This design comes from an exercise in tuning for small area, a short achievable clock period and few clock cycles per item on the open sky130 flow, not from production work. RTL that was checked went through simulation tests only; none was proved equivalent to the original.

==> inputs of job 2593 <==
==> flow/design.v <==
module pipe_ex_mdu #(
  parameter int XLEN  = 64,
  parameter int LANES = 2
) (
  input  logic                        clk_i,
  input  logic                        rst_ni,
  input  logic                        flush_i,
  input  logic [LANES-1:0]            req_valid_i,
  input  logic [LANES-1:0][2:0]       req_op_i,
  input  logic [LANES-1:0]            req_word32_i,
  input  logic [LANES-1:0][XLEN-1:0]  req_a_i,
  input  logic [LANES-1:0][XLEN-1:0]  req_b_i,
  output logic                        mdu_stall_o,
  output logic                        done_o,
  output logic [LANES-1:0][XLEN-1:0]  res_o
);
  localparam int TW = 74;   
  typedef enum logic [2:0] {ST_MUL, ST_MULH, ST_PREP, ST_DIV, ST_FIN} st_t;
  function automatic logic [63:0] sext32(input logic [31:0] v);
    sext32 = {{32{v[31]}}, v};
  endfunction
  function automatic logic [2:0] booth(input logic [2:0] t);
    booth = {t[2] & ~(t[1] & t[0]),
             (t[2] & ~t[1] & ~t[0]) | (~t[2] & t[1] & t[0]),
             t[1] ^ t[0]};
  endfunction
  function automatic logic [11:0] grp_enc(input logic [63:0] v, input logic [2:0] g);
    logic [64:0] ve;
    logic [8:0]  t;
    ve = {v, 1'b0};
    t  = ve[{g, 3'b000} +: 9];
    grp_enc = {booth(t[8:6]), booth(t[6:4]), booth(t[4:2]), booth(t[2:0])};
  endfunction
  function automatic logic [6:0] bitlen(input logic [63:0] v);
    bitlen = '0;
    for (int i = 0; i < 64; i++) if (v[i]) bitlen = 7'(i + 1);
  endfunction
  logic             busy_q, last_q, lane_q, w_q, isrem_q, neg_q, hic_q;
  st_t              st_q;
  logic [5:0]       cnt_q;
  logic [64:0]      x_q;       
  logic [65:0]      r_q;       
  logic [63:0]      q_q;       
  logic [11:0]      dg_q;      
  logic [LANES-1:0][XLEN-1:0] res_q;
  logic             done_q;
  assign done_o      = done_q;
  assign res_o       = res_q;
  assign mdu_stall_o = (|req_valid_i) & ~done_o;
  logic       start, fin, ld, ld_lane;
  logic [2:0] ld_op;
  logic       ld_w, ld_sa, ld_sb, ld_mul, ld_div, ld_an, ld_bn;
  logic [63:0] la_raw, lb_raw, ax, bx, mag_a, mag_b;
  logic [2:0]  gt;
  function automatic logic [63:0] cneg(input logic [63:0] x, input logic neg);
    logic [63:0] below;
    below[0] = 1'b0;
    for (int i = 1; i < 64; i++) below[i] = below[i-1] | x[i-1];
    cneg = x ^ (below & {64{neg}});
  endfunction
  logic        g_lane, g_w;
  logic [2:0]  g_idx;
  logic [63:0] g_src;
  logic [5:0]  ld_n2;
  logic        ld_bz;
  always_comb begin
    start   = ~busy_q & ~done_q & (|req_valid_i);
    ld      = ~flush_i & (start | (busy_q & fin & ~last_q));
    ld_lane = busy_q ? 1'b1 : ~req_valid_i[0];
    ld_op   = req_op_i[ld_lane];
    la_raw  = req_a_i[ld_lane];
    lb_raw  = req_b_i[ld_lane];
    ld_mul  = (ld_op == 3'b000);
    ld_div  = ld_op[2];
    ld_w    = req_word32_i[ld_lane] & (ld_mul | ld_div);
    ld_sa   = (ld_op == 3'b001) | (ld_op == 3'b010) | (ld_op == 3'b100) | (ld_op == 3'b110);
    ld_sb   = (ld_op == 3'b001) | (ld_op == 3'b100) | (ld_op == 3'b110);
    ax      = ld_w ? (ld_sa ? sext32(la_raw[31:0]) : {32'd0, la_raw[31:0]}) : la_raw;
    bx      = ld_w ? (ld_sb ? sext32(lb_raw[31:0]) : {32'd0, lb_raw[31:0]}) : lb_raw;
    ld_an   = ld_sa & ax[63];
    ld_bn   = ld_sb & bx[63];
    mag_a   = cneg(ax, ld_an);
    mag_b   = cneg(bx, ld_bn);
    ld_bz   = (bx == 64'd0);
    begin
      logic [6:0] la, lb;
      logic [7:0] diff;
      la = bitlen(ld_an ? ~ax : ax) + {6'd0, ld_an};
      lb = bitlen(ld_bn ? ~bx : bx);
      if (ld_bn && lb == 7'd0) lb = 7'd1;
      diff = {1'b0, la} - {1'b0, lb} + 8'd1;
      if (ld_bz)        ld_n2 = ld_w ? 6'd16 : 6'd32;
      else if (diff[7]) ld_n2 = 6'd0;
      else              ld_n2 = diff[6:1] + {5'd0, diff[0]};
    end
    g_lane = ld ? ld_lane : lane_q;
    g_w    = ld ? ld_w : w_q;
    g_src  = g_w ? sext32(req_b_i[g_lane][31:0]) : req_b_i[g_lane];
    gt = '0;
    for (int g = 0; g < 7; g++) begin
      logic all_sign;
      all_sign = 1'b1;
      for (int j = 8*g+7; j < 63; j++) if (g_src[j] != g_src[63]) all_sign = 1'b0;
      if (!all_sign) gt = 3'(g + 1);
    end
    if (ld)                  g_idx = ld_mul ? gt : 3'd0;
    else if (st_q == ST_MUL) g_idx = cnt_q[2:0] - 3'd1;
    else                     g_idx = cnt_q[2:0] + 3'd1;
  end
  logic [TW-1:0] base, corr, mt;
  logic [3:0][TW-1:0] pp;
  function automatic logic [2*TW-1:0] csa(input logic [TW-1:0] a, input logic [TW-1:0] b, input logic [TW-1:0] c);
    logic [TW-1:0] s, cy;
    s  = a ^ b ^ c;
    cy = ((a & b) | (a & c) | (b & c));
    csa = {cy[TW-2:0], 1'b0, s};
  endfunction
  always_comb begin
    logic [65:0] xs, mag;
    logic [TW-1:0] s1, c1, s2, c2, s3, c3, s4, c4;
    xs = {x_q[64], x_q};
    for (int j = 0; j < 4; j++) begin
      mag = dg_q[3*j+1] ? {xs[64:0], 1'b0} : (dg_q[3*j] ? xs : '0);
      pp[j] = ({{(TW-66){mag[65]}}, mag} ^ {TW{dg_q[3*j+2]}}) << (2*j);
    end
    corr = '0;
    for (int j = 0; j < 4; j++) corr[2*j] = dg_q[3*j+2];
    if (st_q == ST_MULH && cnt_q[2:0] == 3'd7 && hic_q) corr[TW-1:8] = {x_q[64], x_q};
    case (st_q)
      ST_MUL:  base = {{(TW-64){1'b0}}, r_q[55:0], 8'd0};
      ST_MULH: base = {{(TW-66){r_q[65]}}, r_q};
      default: begin
        base    = {{(TW-64){1'b0}}, ~(isrem_q ? r_q[63:0] : q_q)};
        corr[0] = 1'b1;
      end
    endcase
    {c1, s1} = csa(base, pp[0], pp[1]);
    {c2, s2} = csa(pp[2], pp[3], corr);
    {c3, s3} = csa(s1, c1, s2);
    {c4, s4} = csa(s3, c3, c2);
    mt = s4 + c4;
  end
  logic [63:0] d_r1, d_q1, d_r2, d_q2;
  always_comb begin
    logic [65:0] t1, t2;
    logic [64:0] r1, r2;
    r1   = {r_q[63:0], q_q[63]};
    t1   = {1'b0, r1} - {2'b00, x_q[63:0]};
    d_r1 = t1[65] ? r1[63:0] : t1[63:0];
    d_q1 = {q_q[62:0], ~t1[65]};
    r2   = {d_r1, d_q1[63]};
    t2   = {1'b0, r2} - {2'b00, x_q[63:0]};
    d_r2 = t2[65] ? r2[63:0] : t2[63:0];
    d_q2 = {d_q1[62:0], ~t2[65]};
  end
  logic [63:0] p_r, p_q;
  always_comb begin
    logic [63:0] rot, lowm;
    rot  = (q_q >> {cnt_q[4:0], 1'b0}) | (q_q << (7'd64 - {1'b0, cnt_q[4:0], 1'b0}));
    lowm = ~64'd0 >> {cnt_q, 1'b0};
    p_r  = rot & lowm;
    p_q  = rot & ~lowm;
  end
  logic        res_we;
  logic [63:0] res_raw;
  always_comb begin
    fin     = 1'b0;
    res_we  = 1'b0;
    res_raw = mt[63:0];
    case (st_q)
      ST_MUL:  begin fin = (cnt_q[2:0] == 3'd0); res_raw = mt[63:0]; end
      ST_MULH: begin fin = (cnt_q[2:0] == 3'd7); res_raw = mt[71:8]; end
      ST_PREP: begin fin = (cnt_q == 6'd0) & ~neg_q; res_raw = isrem_q ? q_q : 64'd0; end
      ST_DIV:  begin fin = (cnt_q == 6'd1) & ~neg_q; res_raw = isrem_q ? d_r2 : d_q2; end
      default: begin fin = 1'b1; res_raw = mt[63:0]; end
    endcase
    res_we = busy_q & fin;
  end
  always_ff @(posedge clk_i or negedge rst_ni) begin
    if (!rst_ni) begin
      busy_q <= 1'b0;
      done_q <= 1'b0;
    end else begin
      done_q <= 1'b0;
      if (flush_i) begin
        busy_q <= 1'b0;
      end else if (start) begin
        busy_q <= 1'b1;
      end else if (busy_q & fin & last_q) begin
        busy_q <= 1'b0;
        done_q <= 1'b1;
      end
    end
  end
  always_ff @(posedge clk_i) begin
    if (res_we) res_q[lane_q] <= w_q ? sext32(res_raw[31:0]) : res_raw;
    if (ld) begin
      lane_q  <= ld_lane;
      last_q  <= busy_q | ~(req_valid_i[0] & req_valid_i[1]);
      w_q     <= ld_w;
      isrem_q <= ld_op[1];
      if (ld_div) begin
        st_q  <= ST_PREP;
        x_q   <= {1'b0, mag_b};
        q_q   <= mag_a;
        dg_q  <= '0;
        cnt_q <= ld_n2;
        neg_q <= ld_op[1] ? ld_an : ((ld_an ^ ld_bn) & ~ld_bz);
      end else if (ld_mul) begin
        st_q  <= ST_MUL;
        x_q   <= {1'b0, ax};
        r_q   <= '0;
        cnt_q <= {3'd0, gt};
        dg_q  <= grp_enc(g_src, g_idx);
        neg_q <= 1'b0;
      end else begin
        st_q  <= ST_MULH;
        x_q   <= {ld_sa & la_raw[63], la_raw};
        r_q   <= '0;
        hic_q <= ~ld_sb & lb_raw[63];
        cnt_q <= '0;
        dg_q  <= grp_enc(g_src, g_idx);
        neg_q <= 1'b0;
      end
    end else if (busy_q) begin
      case (st_q)
        ST_MUL: begin
          r_q   <= {2'b00, mt[63:0]};
          cnt_q <= cnt_q - 6'd1;
          dg_q  <= grp_enc(g_src, g_idx);
        end
        ST_MULH: begin
          r_q   <= mt[TW-1:8];
          cnt_q <= cnt_q + 6'd1;
          dg_q  <= grp_enc(g_src, g_idx);
        end
        ST_PREP: begin
          r_q   <= {2'b00, p_r};
          q_q   <= p_q;
          st_q  <= (cnt_q == 6'd0) ? ST_FIN : ST_DIV;
        end
        ST_DIV: begin
          r_q   <= {2'b00, d_r2};
          q_q   <= d_q2;
          cnt_q <= cnt_q - 6'd1;
          if (cnt_q == 6'd1) st_q <= ST_FIN;
        end
        default: ;
      endcase
    end
  end
endmodule
==> flow/run.sh <==
#!/bin/bash
# synth_recipe.tcl (not shown) runs the flow's synth.tcl, then flattens the netlist and writes it again
# the make line also repeats each setting of config.mk as NAME=value (left out here)
make -C /OpenROAD-flow-scripts/flow DESIGN_CONFIG=/design/flow/config.mk WORK_HOME=/design/flow/orfs CLKGATE_MAP_FILE= SYNTH_SCRIPT=/design/flow/synth_recipe.tcl finish
==> flow/config.mk <==
export PLATFORM = sky130hd
export DESIGN_NAME = pipe_ex_mdu
export DESIGN_NICKNAME = pipe_ex_mdu
export VERILOG_FILES = /design/flow/design.v
export SDC_FILE = /design/flow/constraint.sdc
export NUM_CORES = 4
export LEC_CHECK = 0
export ABC_CLOCK_PERIOD_IN_PS = 5500
export CAP_MARGIN = 20
export CORE_MARGIN = 2
export CORE_UTILIZATION = 40
export SETUP_SLACK_MARGIN = 4
export SLEW_MARGIN = 20
==> flow/constraint.sdc <==
create_clock -name core_clock -period 10.0 [get_ports {clk_i}]
set_input_delay 2.0000 -clock core_clock [delete_from_list [all_inputs] [get_ports {clk_i}]]
set_output_delay 2.0000 -clock core_clock [all_outputs]
set_load 0.01 [all_outputs]
==> job 6595 (differences from job 2593) <==
==> flow/design.v, changed modules only <==
module pipe_ex_mdu #(
  parameter int XLEN  = 64,
  parameter int LANES = 2
) (
  input  logic                        clk_i,
  input  logic                        rst_ni,
  input  logic                        flush_i,
  input  logic [LANES-1:0]            req_valid_i,
  input  logic [LANES-1:0][2:0]       req_op_i,
  input  logic [LANES-1:0]            req_word32_i,
  input  logic [LANES-1:0][XLEN-1:0]  req_a_i,
  input  logic [LANES-1:0][XLEN-1:0]  req_b_i,
  output logic                        mdu_stall_o,
  output logic                        done_o,
  output logic [LANES-1:0][XLEN-1:0]  res_o
);
  localparam int TW = 74;   
  typedef enum logic [2:0] {ST_MUL, ST_MULH, ST_PREP, ST_DIV, ST_FIN} st_t;
  function automatic logic [63:0] sext32(input logic [31:0] v);
    sext32 = {{32{v[31]}}, v};
  endfunction
  function automatic logic [2:0] booth(input logic [2:0] t);
    booth = {t[2] & ~(t[1] & t[0]),
             (t[2] & ~t[1] & ~t[0]) | (~t[2] & t[1] & t[0]),
             t[1] ^ t[0]};
  endfunction
  function automatic logic [11:0] grp_enc(input logic [63:0] v, input logic [2:0] g);
    logic [64:0] ve;
    logic [8:0]  t;
    ve = {v, 1'b0};
    t  = ve[{g, 3'b000} +: 9];
    grp_enc = {booth(t[8:6]), booth(t[6:4]), booth(t[4:2]), booth(t[2:0])};
  endfunction
  function automatic logic [6:0] bitlen(input logic [63:0] v);
    bitlen = '0;
    for (int i = 0; i < 64; i++) if (v[i]) bitlen = 7'(i + 1);
  endfunction
  logic             busy_q, last_q, lane_q, w_q, isrem_q, neg_q, hic_q;
  st_t              st_q;
  logic [5:0]       cnt_q;
  logic [64:0]      x_q;       
  logic [65:0]      r_q;       
  logic [63:0]      q_q;       
  logic [11:0]      dg_q;      
  logic [LANES-1:0][XLEN-1:0] res_q;
  logic             done_q;
  assign done_o      = done_q;
  assign res_o       = res_q;
  assign mdu_stall_o = (|req_valid_i) & ~done_o;
  logic       start, fin, ld, ld_lane;
  logic [2:0] ld_op;
  logic       ld_w, ld_sa, ld_sb, ld_mul, ld_div, ld_an, ld_bn;
  logic [63:0] la_raw, lb_raw, ax, bx, mag_a, mag_b;
  logic [2:0]  gt;
  always_comb begin
    start   = ~busy_q & ~done_q & (|req_valid_i);
    ld      = ~flush_i & (start | (busy_q & fin & ~last_q));
    ld_lane = busy_q ? 1'b1 : ~req_valid_i[0];
    ld_op   = req_op_i[ld_lane];
    la_raw  = req_a_i[ld_lane];
    lb_raw  = req_b_i[ld_lane];
    ld_mul  = (ld_op == 3'b000);
    ld_div  = ld_op[2];
    ld_w    = req_word32_i[ld_lane] & (ld_mul | ld_div);
    ld_sa   = (ld_op == 3'b001) | (ld_op == 3'b010) | (ld_op == 3'b100) | (ld_op == 3'b110);
    ld_sb   = (ld_op == 3'b001) | (ld_op == 3'b100) | (ld_op == 3'b110);
    ax      = ld_w ? (ld_sa ? sext32(la_raw[31:0]) : {32'd0, la_raw[31:0]}) : la_raw;
    bx      = ld_w ? (ld_sb ? sext32(lb_raw[31:0]) : {32'd0, lb_raw[31:0]}) : lb_raw;
    ld_an   = ld_sa & ax[63];
    ld_bn   = ld_sb & bx[63];
    mag_a   = ld_an ? -ax : ax;
    mag_b   = ld_bn ? -bx : bx;
    gt = '0;
    for (int g = 0; g < 7; g++) begin
      logic all_sign;
      all_sign = 1'b1;
      for (int j = 8*g+7; j < 63; j++) if (bx[j] != bx[63]) all_sign = 1'b0;
      if (!all_sign) gt = 3'(g + 1);
    end
  end
  logic [TW-1:0] base, corr, mt;
  logic [3:0][TW-1:0] pp;
  function automatic logic [2*TW-1:0] csa(input logic [TW-1:0] a, input logic [TW-1:0] b, input logic [TW-1:0] c);
    logic [TW-1:0] s, cy;
    s  = a ^ b ^ c;
    cy = ((a & b) | (a & c) | (b & c));
    csa = {cy[TW-2:0], 1'b0, s};
  endfunction
  always_comb begin
    logic [65:0] xs, mag;
    logic [TW-1:0] s1, c1, s2, c2, s3, c3, s4, c4;
    xs = {x_q[64], x_q};
    for (int j = 0; j < 4; j++) begin
      mag = dg_q[3*j+1] ? {xs[64:0], 1'b0} : (dg_q[3*j] ? xs : '0);
      pp[j] = ({{(TW-66){mag[65]}}, mag} ^ {TW{dg_q[3*j+2]}}) << (2*j);
    end
    corr = '0;
    for (int j = 0; j < 4; j++) corr[2*j] = dg_q[3*j+2];
    if (st_q == ST_MULH && cnt_q[2:0] == 3'd7 && hic_q) corr[TW-1:8] = {x_q[64], x_q};
    case (st_q)
      ST_MUL:  base = {{(TW-64){1'b0}}, r_q[55:0], 8'd0};
      ST_MULH: base = {{(TW-66){r_q[65]}}, r_q};
      default: begin
        base    = {{(TW-64){1'b0}}, ~(isrem_q ? r_q[63:0] : q_q)};
        corr[0] = 1'b1;
      end
    endcase
    {c1, s1} = csa(base, pp[0], pp[1]);
    {c2, s2} = csa(pp[2], pp[3], corr);
    {c3, s3} = csa(s1, c1, s2);
    {c4, s4} = csa(s3, c3, c2);
    mt = s4 + c4;
  end
  logic [63:0] d_r1, d_q1, d_r2, d_q2;
  always_comb begin
    logic [65:0] t1, t2;
    logic [64:0] r1, r2;
    r1   = {r_q[63:0], q_q[63]};
    t1   = {1'b0, r1} - {2'b00, x_q[63:0]};
    d_r1 = t1[65] ? r1[63:0] : t1[63:0];
    d_q1 = {q_q[62:0], ~t1[65]};
    r2   = {d_r1, d_q1[63]};
    t2   = {1'b0, r2} - {2'b00, x_q[63:0]};
    d_r2 = t2[65] ? r2[63:0] : t2[63:0];
    d_q2 = {d_q1[62:0], ~t2[65]};
  end
  logic [6:0]  p_n;
  logic [63:0] p_r, p_q;
  always_comb begin
    logic [6:0]  la, lb;
    logic [7:0]  diff;
    logic [63:0] rot, lowm;
    la   = bitlen(q_q);
    lb   = bitlen(x_q[63:0]);
    diff = {1'b0, la} - {1'b0, lb} + 8'd1;
    if (lb == 0)       p_n = w_q ? 7'd32 : 7'd64;
    else if (diff[7])  p_n = 7'd0;
    else               p_n = diff[6:0] + {6'd0, diff[0]};
    rot  = (q_q >> p_n[5:0]) | (q_q << (7'd64 - {1'b0, p_n[5:0]}));
    lowm = ~64'd0 >> p_n;
    p_r  = rot & lowm;
    p_q  = rot & ~lowm;
  end
  logic        res_we;
  logic [63:0] res_raw;
  always_comb begin
    fin     = 1'b0;
    res_we  = 1'b0;
    res_raw = mt[63:0];
    case (st_q)
      ST_MUL:  begin fin = (cnt_q[2:0] == 3'd0); res_raw = mt[63:0]; end
      ST_MULH: begin fin = (cnt_q[2:0] == 3'd7); res_raw = mt[71:8]; end
      ST_PREP: begin fin = (p_n == 7'd0) & ~neg_q; res_raw = isrem_q ? q_q : 64'd0; end
      ST_DIV:  begin fin = (cnt_q == 6'd1) & ~neg_q; res_raw = isrem_q ? d_r2 : d_q2; end
      default: begin fin = 1'b1; res_raw = mt[63:0]; end
    endcase
    res_we = busy_q & fin;
  end
  always_ff @(posedge clk_i or negedge rst_ni) begin
    if (!rst_ni) begin
      busy_q <= 1'b0;
      done_q <= 1'b0;
    end else begin
      done_q <= 1'b0;
      if (flush_i) begin
        busy_q <= 1'b0;
      end else if (start) begin
        busy_q <= 1'b1;
      end else if (busy_q & fin & last_q) begin
        busy_q <= 1'b0;
        done_q <= 1'b1;
      end
    end
  end
  always_ff @(posedge clk_i) begin
    if (res_we) res_q[lane_q] <= w_q ? sext32(res_raw[31:0]) : res_raw;
    if (ld) begin
      lane_q  <= ld_lane;
      last_q  <= busy_q | ~(req_valid_i[0] & req_valid_i[1]);
      w_q     <= ld_w;
      isrem_q <= ld_op[1];
      if (ld_div) begin
        st_q  <= ST_PREP;
        x_q   <= {1'b0, mag_b};
        q_q   <= mag_a;
        dg_q  <= '0;
        neg_q <= ld_op[1] ? ld_an : ((ld_an ^ ld_bn) & (bx != 64'd0));
      end else if (ld_mul) begin
        st_q  <= ST_MUL;
        x_q   <= {1'b0, ax};
        r_q   <= '0;
        cnt_q <= {3'd0, gt};
        dg_q  <= grp_enc(bx, gt);
        neg_q <= 1'b0;
      end else begin
        st_q  <= ST_MULH;
        x_q   <= {ld_sa & la_raw[63], la_raw};
        r_q   <= '0;
        hic_q <= ~ld_sb & lb_raw[63];
        cnt_q <= '0;
        dg_q  <= grp_enc(lb_raw, 3'd0);
        neg_q <= 1'b0;
      end
    end else if (busy_q) begin
      case (st_q)
        ST_MUL: begin
          r_q   <= {2'b00, mt[63:0]};
          cnt_q <= cnt_q - 6'd1;
          dg_q  <= grp_enc(w_q ? sext32(req_b_i[lane_q][31:0]) : req_b_i[lane_q], cnt_q[2:0] - 3'd1);
        end
        ST_MULH: begin
          r_q   <= mt[TW-1:8];
          cnt_q <= cnt_q + 6'd1;
          dg_q  <= grp_enc(req_b_i[lane_q], cnt_q[2:0] + 3'd1);
        end
        ST_PREP: begin
          r_q   <= {2'b00, p_r};
          q_q   <= p_q;
          cnt_q <= p_n[6:1];
          st_q  <= (p_n == 7'd0) ? ST_FIN : ST_DIV;
        end
        ST_DIV: begin
          r_q   <= {2'b00, d_r2};
          q_q   <= d_q2;
          cnt_q <= cnt_q - 6'd1;
          if (cnt_q == 6'd1) st_q <= ST_FIN;
        end
        default: ;
      endcase
    end
  end
endmodule
--- a/flow/config.mk
+++ b/flow/config.mk
@@ -7,3 +7,2 @@
 export LEC_CHECK = 0
-export ABC_CLOCK_PERIOD_IN_PS = 5500
 export CAP_MARGIN = 20
@@ -11,3 +10,2 @@
 export CORE_UTILIZATION = 40
-export SETUP_SLACK_MARGIN = 4
 export SLEW_MARGIN = 20
==> flow_metrics.py <==
metrics = {
    "sta": {
        "clock_skew_ps": 52.1,
        "fin_ws_ps": 1540,
    },
    "global_routing": {
        "grt_pass1_vias": 63900,
    },
    "critical_path": {
        "crit_slowest_cell": "edfxtp_1",
        "slowest_delay_ps": 570,
        "path_buf_inv": 18,
        "cp-startpoint": "x_q[25]$_DFFE_PP_",
        "required_ps": 10460,
    },
    "final_layout": {
        "synthToLayoutAreaGrowth_pct": 29.4,
        "finalNonFillerCells": 10400,
        "multi_input_area_share_pct": 63.0,
    },
    "run_status": {
        "status": "no timing/DRC/antenna violations",
    },
    "synth": {
        "synth_area_um2": 60100,
        "synth_compound_area_share_pct": 26.1,
        "synthMuxAreaShare_pct": 10.3,
    },
    "detailed_routing": {
        "routedWlPerCell_um": 34.4,
        "first_pass_iters": 7,
    },
    "floorplan": {
        "core_area_um2": 149000,
    },
}
That was job 2593.
==> flow_metrics.py <==
metrics = {
    "run_status": {
        "status": "complete, but fails checks",
        "check.faults": "capacitance limit, slew limit",
    },
    "job": {
        "maxCapViolations": 1,
    },
    "final_layout": {
        "finalNonFillerCells": 9992,
        "synthToLayoutAreaGrowth_pct": 15.9,
    },
    "detailed_routing": {
        "first_pass_iters": 9,
    },
    "critical_path": {
        "path_buf_inv": 5,
        "required_ps": 10390,
        "crit_slowest_cell": "o21ai_0",
        "slowest_delay_ps": 660,
        "cp-startpoint": "x_q[30]$_DFFE_PP_",
    },
    "synth": {
        "synth_area_um2": 61300,
        "synthMuxAreaShare_pct": 12.0,
        "synth_compound_area_share_pct": 26.1,
    },
    "sta": {
        "clock_skew_ps": 53.3,
        "maxSlewViolCount": 3,
        "fin_ws_ps": 490,
    },
    "floorplan": {
        "core_area_um2": 152000,
    },
    "global_routing": {
        "grt_pass1_vias": 63900,
    },
}
That was job 6595.
Testbench counts of job 6595, summed over its fixed seeds: cycles 74,405, ops 10,683.
Only the layout flow was run in job 2593; the RTL was not checked for function there.

-- separate check: timing with driven ports --
The flow's constraints put no driver on any port. The routed layouts listed below were extracted and timed again, unchanged, in two steps.
Step 1 sets driving cells, clkbuf_16 on the clock port and buf_2 on the other inputs (assumed; they add their load-dependent delay and slew).
Step 2 adds t to the input delays and takes it off the output delays; t is the mean of the earliest and latest rising clock arrival at the registers after step 1. Input paths then give back, and output paths get back, about the clock's delay inside the block.
Three values: no drivers, after step 1, after step 2; two values: the first two.
| run | t, ns | setup slack, ns | worst hold slack (ns) | worst setup path after step 2 | pins driven straight from the clock port |
|---|---|---|---|---|---|
| job 2593 | 0.776 | 1.541 / 1.541 / 1.541 | 0.526 / 0.527 / 0.527 | register to register | 1 |
| job 6595 | 0.700 | 0.490 / 0.490 / 0.490 | 0.647 / 0.647 / 0.647 | register to register | 1 |
